Background: an optimization exercise with open tools, aiming at small area. Do not read the settings as production practice. The RTL was checked by simulation tests, not by an equivalence proof against the original design. Power and IR drop assume default switching activity.

## run a
==> flow/design.v (excerpt) <==
module lock_top (
  input  logic                 clk,
  input  logic                 rst,
  input  logic                 door_open,
  input  logic                 inside_button,
  input  logic [79:0] entry,
  input  logic                 entry_valid,
  input  logic                 code_wr,
  input  logic [1:0]         code_sel,
  input  logic [15:0]        code_value,
  output logic                 bolt,
  output logic                 beep,
  output logic                 keypad_en,
  output logic [2:0]         fail_count
);
Size in the first run: ~82 flip-flops, about 110 I/O pins, about 0.014 mm² of cells after synthesis.
clock: 10.0 ns
lec_check: 0
cap_margin: 20
cell_pad_in_sites_detail_placement: 1
cell_pad_in_sites_global_placement: 1
core_margin: 2
core_utilization: 28
cts_buf_list: sky130_fd_sc_hd__clkbuf_8
gpl_timing_driven: 0
place_density: 0.4
slew_margin: 20
synth_hierarchical: 1
standard.sh (not shown) runs the stock make flow with config.mk's settings and CLKGATE_MAP_FILE= SYNTH_SCRIPT=/design/flow/synth_recipe.tcl, a recipe that flattens the netlist after the stock synthesis.
==> flow/flow/run.sh <==
#!/bin/bash
# Standard ORFS layout with two changes:
#  - the port buffers start at the smallest buffer, for repair_design to
#    size up only where a load needs it;
#  - after the standard synthesis, the inverters that drive the compare
#    array (nets entry_p/entry_n/code_p/code_n) are given a larger drive
#    strength, so layout need not buffer those wide-fanout nets.
set -euo pipefail
KNOBS=(BUFFER_PORTS_ARGS="-buffer_cell sky130_fd_sc_hd__buf_1")
bash standard.sh "${KNOBS[@]}" synth > orfs_synth.log 2>&1
NET=orfs/results/sky130hd/lock_top/base/1_2_yosys.v
python3 flow/size_drivers.py "$NET" > size_drivers.log 2>&1
bash standard.sh "${KNOBS[@]}" finish > orfs_finish.log 2>&1
==> flow/flow/size_drivers.py <==
"""Give the inverters that drive the compare array's nets a larger size.

Only the drive strength of combinational inverters changes; every
register and every connection stays as synthesis left it.
"""
import re
import sys

SIZE = "sky130_fd_sc_hd__inv_2"
path = sys.argv[1]
text = open(path).read()
pat = re.compile(
    r"sky130_fd_sc_hd__inv_1(\s+\S+\s*\(\s*\.A\([^)]*\)\s*,\s*\.Y\(\\(?:entry_p|entry_n|code_p|code_n)\[\d+\] \)\s*\);)"
)
text, n = pat.subn(SIZE + r"\1", text)
print(f"resized {n} inverters to {SIZE}")
open(path, "w").write(text)
Run a finished every stage and its layout cleared the timing, design-rule and antenna checks.
For run b, these inputs were changed with respect to run a:
Settings: removing CTS_BUF_LIST (formerly sky130_fd_sc_hd__clkbuf_8).
[summary]
- On final cell count, run b and run a are basically level.
- Run b against run a; internal power contribution is up by a little under 10%.
- Going from run a to run b, antenna cell count saw a decrease, clock latency of the later-clocked register in the worst-skew pair went down by 0.03 ns.
- Wire length of the first global-routing pass of run b is on par with run a.
- Run b went all the way through synthesis, placement and routing and the layout is clean on timing, DRC and antenna.
- Between run b and run a, the number of global-route vias before repair figures differ only marginally.
- The routed wire length on run b is in line with that on run a.
- From run a to run b the numbers moved as follows: leakage power total moved up, net load switching power level, post-synthesis to final-layout area growth moved up, share of layout cells above drive strength 1 level.

* * *

== trial 52 ==
The RTL this note starts from:
==> flow/design.v <==
package lock_pkg;
  typedef logic [3:0] digit_t;
  typedef digit_t [4-1:0] code_t;
  typedef digit_t [20-1:0] entry_t;   
  typedef logic [1:0] code_sel_t;
  typedef logic [2:0] tries_t;
  typedef enum logic [3:0] {
    STARTUP,
    LOCKED,
    VALIDATE,
    BEEP,
    PENALTY,
    LOCKOUT,
    UNLOCKED,
    OPEN,
    DEBOUNCE_UNLOCK,
    DEBOUNCE_LOCK
  } lock_state_t;
  typedef enum logic [2:0] {
    TMR_DEBOUNCE,
    TMR_RELOCK,
    TMR_BEEP,
    TMR_PENALTY,
    TMR_LOCKOUT
  } timer_sel_t;
endpackage
`timescale 1ns/1ps
module bit_eq (
  input  logic a,
  input  logic na,
  input  logic b,
  input  logic nb,
  output logic eq
);
  assign eq = ~((a | b) & (na | nb));
endmodule
module dig_eq (
  input  logic [3:0] e,
  input  logic [3:0] ne,
  input  logic [3:0] c,
  input  logic [3:0] nc,
  output logic       ne_out
);
  logic [3:0] beq;
  for (genvar i = 0; i < 4; i++) begin : g_bit
    bit_eq u_bit (.a(e[i]), .na(ne[i]), .b(c[i]), .nb(nc[i]), .eq(beq[i]));
  end
  assign ne_out = ~&beq;
endmodule
module inv_drv #(
  parameter int W = 1
) (
  input  logic [W-1:0] a,
  output logic [W-1:0] y
);
  assign y = ~a;
endmodule
`timescale 1ns/1ps
module lock_top (
  input  logic                 clk,
  input  logic                 rst,
  input  logic                 door_open,
  input  logic                 inside_button,
  input  logic [79:0] entry,
  input  logic                 entry_valid,
  input  logic                 code_wr,
  input  logic [1:0]         code_sel,
  input  logic [15:0]        code_value,
  output logic                 bolt,
  output logic                 beep,
  output logic                 keypad_en,
  output logic [2:0]         fail_count
);
  localparam logic [3:0] S_STARTUP  = 4'b0000;
  localparam logic [3:0] S_LOCKED   = 4'b1000;
  localparam logic [3:0] S_VALIDATE = 4'b1010;
  localparam logic [3:0] S_BEEP     = 4'b1001;
  localparam logic [3:0] S_PENALTY  = 4'b1011;
  localparam logic [3:0] S_LOCKOUT  = 4'b1111;
  localparam logic [3:0] S_UNLOCKED = 4'b0100;
  localparam logic [3:0] S_OPEN     = 4'b0110;
  localparam logic [3:0] S_DU       = 4'b1100;
  localparam logic [3:0] S_DU_HELD  = 4'b1101;
  localparam logic [3:0] S_DL       = 4'b0101;
  localparam logic [3:0] S_DL_HELD  = 4'b0111;
  logic [63:0] code_bits;
  logic [63:0] code_next;
  logic [63:0] code_next_n;
  logic [63:0] code_p;        
  logic [3:0]  code_ok;
  logic [3:0]  ok_next;
  for (genvar c = 0; c < 4; c++) begin : g_slot
    logic wr;
    assign wr                     = code_wr && (code_sel == c);
    assign code_next[16*c +: 16] = wr ? code_value : code_bits[16*c +: 16];
    assign ok_next[c]             = wr || code_ok[c];
  end
  always_ff @(posedge clk, posedge rst) begin
    if (rst) code_ok <= '0;
    else     code_ok <= ok_next;
  end
  always_ff @(posedge clk) begin
    code_bits <= code_p;
  end
  logic [79:0] entry_bits;
  logic        match_now;
  logic        match_q;
  assign entry_bits = entry;
  logic [79:0] entry_n;
  logic [63:0] code_n;
  logic        dne [4][4][17];
  logic [3:0]  hit;
  assign code_next_n = ~code_next;
  inv_drv #(.W(80)) u_entry_n (.a(entry_bits),  .y(entry_n));
  inv_drv #(.W(64)) u_code_p  (.a(code_next_n), .y(code_p));
  inv_drv #(.W(64)) u_code_n  (.a(code_p),      .y(code_n));
  for (genvar c = 0; c < 4; c++) begin : g_code
    for (genvar k = 0; k < 4; k++) begin : g_dig
      for (genvar p = 0; p <= 16; p++) begin : g_pos
        dig_eq u_eq (
          .e  (entry_bits[4*(p+k) +: 4]),
          .ne (entry_n[4*(p+k) +: 4]),
          .c  (code_p[16*c+4*k +: 4]),
          .nc (code_n[16*c+4*k +: 4]),
          .ne_out (dne[c][k][p])
        );
      end
    end
  end
  always_comb begin
    for (int c = 0; c < 4; c++) begin
      hit[c] = 1'b0;
      for (int p = 0; p <= 16; p++) begin
        if (!(dne[c][0][p] || dne[c][1][p] || dne[c][2][p] || dne[c][3][p])) hit[c] = 1'b1;
      end
    end
    match_now = |(hit & ok_next);
  end
  always_ff @(posedge clk) begin
    match_q <= match_now;
  end
  localparam logic [5:0] T_EXP = 6'd1;
  localparam logic [5:0] T_DEBOUNCE = 6'd31;   
  localparam logic [5:0] T_RELOCK   = 6'd17;   
  localparam logic [5:0] T_BEEP     = 6'd62;   
  localparam logic [5:0] T_PENALTY  = 6'd21;   
  localparam logic [5:0] T_LOCKOUT  = 6'd16;   
  logic [5:0] tcnt;
  logic [5:0] tlen;
  logic       timer_start;
  logic       expired;
  assign expired = (tcnt == T_EXP);
  always_ff @(posedge clk, posedge rst) begin
    if (rst)              tcnt <= '0;
    else if (timer_start) tcnt <= tlen;
    else                  tcnt <= {tcnt[4:0], tcnt[5] ^ tcnt[4]};   
  end
  logic [3:0] state, state_d;
  logic [2:0] fail_d;
  logic       key_error, key_confirm;
  logic       start_c;
  assign key_error   = entry_valid && (entry_bits[3:0] == 4'hE);
  assign key_confirm = entry_valid && (entry_bits[3:0] != 4'hE) && (entry_bits[3:0] != 4'hF);
  always_comb begin
    state_d = state;
    fail_d  = fail_count;
    start_c = 1'b0;
    case (state)
      S_STARTUP: begin
        if (!door_open) state_d = S_LOCKED;
      end
      S_LOCKED: begin
        if (key_error) begin
          state_d = S_BEEP; start_c = 1'b1;
        end
        else if (key_confirm) begin
          state_d = S_VALIDATE;
        end
        else if (inside_button) begin
          state_d = S_DU; start_c = 1'b1;
        end
      end
      S_VALIDATE: begin
        if (match_q) begin
          state_d = S_UNLOCKED; start_c = 1'b1;
        end
        else begin
          state_d = S_PENALTY; start_c = 1'b1;
          fail_d  = fail_count + 3'd1;
        end
      end
      S_BEEP: begin
        if (expired) state_d = S_LOCKED;
      end
      S_PENALTY: begin
        if (expired && fail_count[2] && fail_count[0]) begin
          state_d = S_LOCKOUT; start_c = 1'b1;
        end
        else if (expired) begin
          state_d = S_LOCKED;
        end
      end
      S_LOCKOUT: begin
        if (expired) begin
          state_d = S_LOCKED; fail_d = '0;
        end
      end
      S_UNLOCKED: begin
        if (door_open) begin
          state_d = S_OPEN;
        end
        else if (inside_button) begin
          state_d = S_DL; start_c = 1'b1;
        end
        else if (expired) begin
          state_d = S_LOCKED; fail_d = '0;
        end
      end
      S_OPEN: begin
        if (!door_open) begin
          state_d = S_UNLOCKED; start_c = 1'b1;
        end
      end
      S_DU: begin
        if (!inside_button && expired) begin
          state_d = S_UNLOCKED; start_c = 1'b1;
        end
        else if (!inside_button) begin
          state_d = S_LOCKED;
        end
        else if (expired) begin
          state_d = S_DU_HELD;
        end
      end
      S_DU_HELD: begin
        if (!inside_button) begin
          state_d = S_UNLOCKED; start_c = 1'b1;
        end
      end
      S_DL: begin
        if (!inside_button && expired) begin
          state_d = S_LOCKED; fail_d = '0;
        end
        else if (!inside_button) begin
          state_d = S_UNLOCKED; start_c = 1'b1;
        end
        else if (expired) begin
          state_d = S_DL_HELD;
        end
      end
      S_DL_HELD: begin
        if (!inside_button) begin
          state_d = S_LOCKED; fail_d = '0;
        end
      end
      default: state_d = S_STARTUP;
    endcase
  end
  always_comb begin
    case (state_d)
      S_BEEP:     tlen = T_BEEP;
      S_PENALTY:  tlen = T_PENALTY;
      S_LOCKOUT:  tlen = T_LOCKOUT;
      S_UNLOCKED: tlen = T_RELOCK;
      default:    tlen = T_DEBOUNCE;
    endcase
  end
  assign timer_start = start_c;
  always_ff @(posedge clk, posedge rst) begin
    if (rst) begin
      state      <= S_STARTUP;
      fail_count <= '0;
    end
    else begin
      state      <= state_d;
      fail_count <= fail_d;
    end
  end
  assign bolt      = state[3];   
  assign beep      = (state == S_BEEP);
  assign keypad_en = (state == S_LOCKED);
endmodule
clock: 10.0 ns
lec_check: 0
cap_margin: 20
cell_pad_in_sites_detail_placement: 1
cell_pad_in_sites_global_placement: 1
core_margin: 2
core_utilization: 28
cts_buf_list: sky130_fd_sc_hd__clkbuf_8
gpl_timing_driven: 0
place_density: 0.4
slew_margin: 20
synth_hierarchical: 1
==> flow/flow/run.sh <==
#!/bin/bash
# Standard ORFS layout with these changes:
#  - the port buffers are buf_2 for the entry bits (they drive the compare
#    array directly) and buf_1 for the other ports (flow/port_buffers.tcl,
#    after global placement); repair_design sizes up where a load needs it;
#  - after the standard synthesis, flow/size_drivers.py re-sizes cells
#    (drive strength only): the inverters driving the compare array's
#    wide-fanout nets go to size 2, other combinational cells to size 1;
#  - the buffers synthesis left are removed at floorplan.
set -euo pipefail
KNOBS=(BUFFER_PORTS_ARGS="-buffer_cell sky130_fd_sc_hd__buf_2" REMOVE_ABC_BUFFERS=1
       POST_GLOBAL_PLACE_TCL="$PWD/flow/port_buffers.tcl")
bash standard.sh "${KNOBS[@]}" synth > orfs_synth.log 2>&1
NET=orfs/results/sky130hd/lock_top/base/1_2_yosys.v
python3 flow/size_drivers.py "$NET" "$FLOW_HOME/platforms/sky130hd/lib/sky130_fd_sc_hd__tt_025C_1v80.lib" > size_drivers.log 2>&1
bash standard.sh "${KNOBS[@]}" finish > orfs_finish.log 2>&1
Other scripts of this flow, unchanged in this note and not shown: flow/flow/port_buffers.tcl, flow/flow/size_drivers.py
Per the final summary, trial 52 finished and its layout is clean on timing, DRC and antenna.
Changes in build 59 relative to trial 52:
--- a/flow/flow/run.sh
+++ b/flow/flow/run.sh
@@ -9 +9,2 @@
-#  - the buffers synthesis left are removed at floorplan.
+#  - the buffers synthesis left are removed at floorplan;
+#  - clock tree synthesis as ORFS runs it, but without dummy loads.
@@ -12 +13,2 @@
-       POST_GLOBAL_PLACE_TCL="$PWD/flow/port_buffers.tcl")
+       POST_GLOBAL_PLACE_TCL="$PWD/flow/port_buffers.tcl"
+       CTS_ARGS="-sink_clustering_enable -repair_clock_nets -buf_list sky130_fd_sc_hd__clkbuf_8 -dont_use_dummy_load")
[summary]
Per the comparison of build 59 with trial 52, share of power burned in combinational logic went up by 1.4 points, area overhead of the layout relative to synthesis went down by 0.49 points, final area went down by about 0.44%, minimum period implied by the final worst setup slack went down by 0.099 ns.
Between trial 52 and build 59, the maximum frequency is higher for build 59.
The internal portion of total power number comes out lower for build 59 vs trial 52.
Sort trial 52 and build 59 by wire length the detailed router placed on met1 desc -> top: trial 52

==> separate check: timing with driven ports <==
The flow's constraints put no driver on any port. The routed layouts listed below were extracted and timed again, unchanged, in two steps.
Step 1 sets driving cells, clkbuf_16 on the clock port and buf_2 on the other inputs (assumed; they add their load-dependent delay and slew).
Step 2 moves the port delays by t, midway between the first and last clock arrival at a register: inputs arrive t later, outputs are due t later. That takes back most of the time a late clock gives input paths.
a / b / c = no drivers / after step 1 / after step 2; a / b = the first two.
run | shift t [ns] | setup WS [ns] | worst register clock-pin slew, ns | cell pins on the clock port's net
run a | 0.408 | 3.020 / 3.043 / 2.634 | 0.10 / 0.10 | 1
run b | 0.392 | 2.988 / 3.016 / 2.625 | 0.07 / 0.07 | 1
trial 52 | 0.397 | 3.371 / 3.387 / 2.990 | 0.09 / 0.09 | 1
build 59 | 0.394 | 3.470 / 3.485 / 3.090 | 0.09 / 0.09 | 1
After both steps every run listed still meets setup and hold. For run a, which loses most, drivers alone change the setup slack by +0.023 ns; drivers and shift together by -0.386 ns.
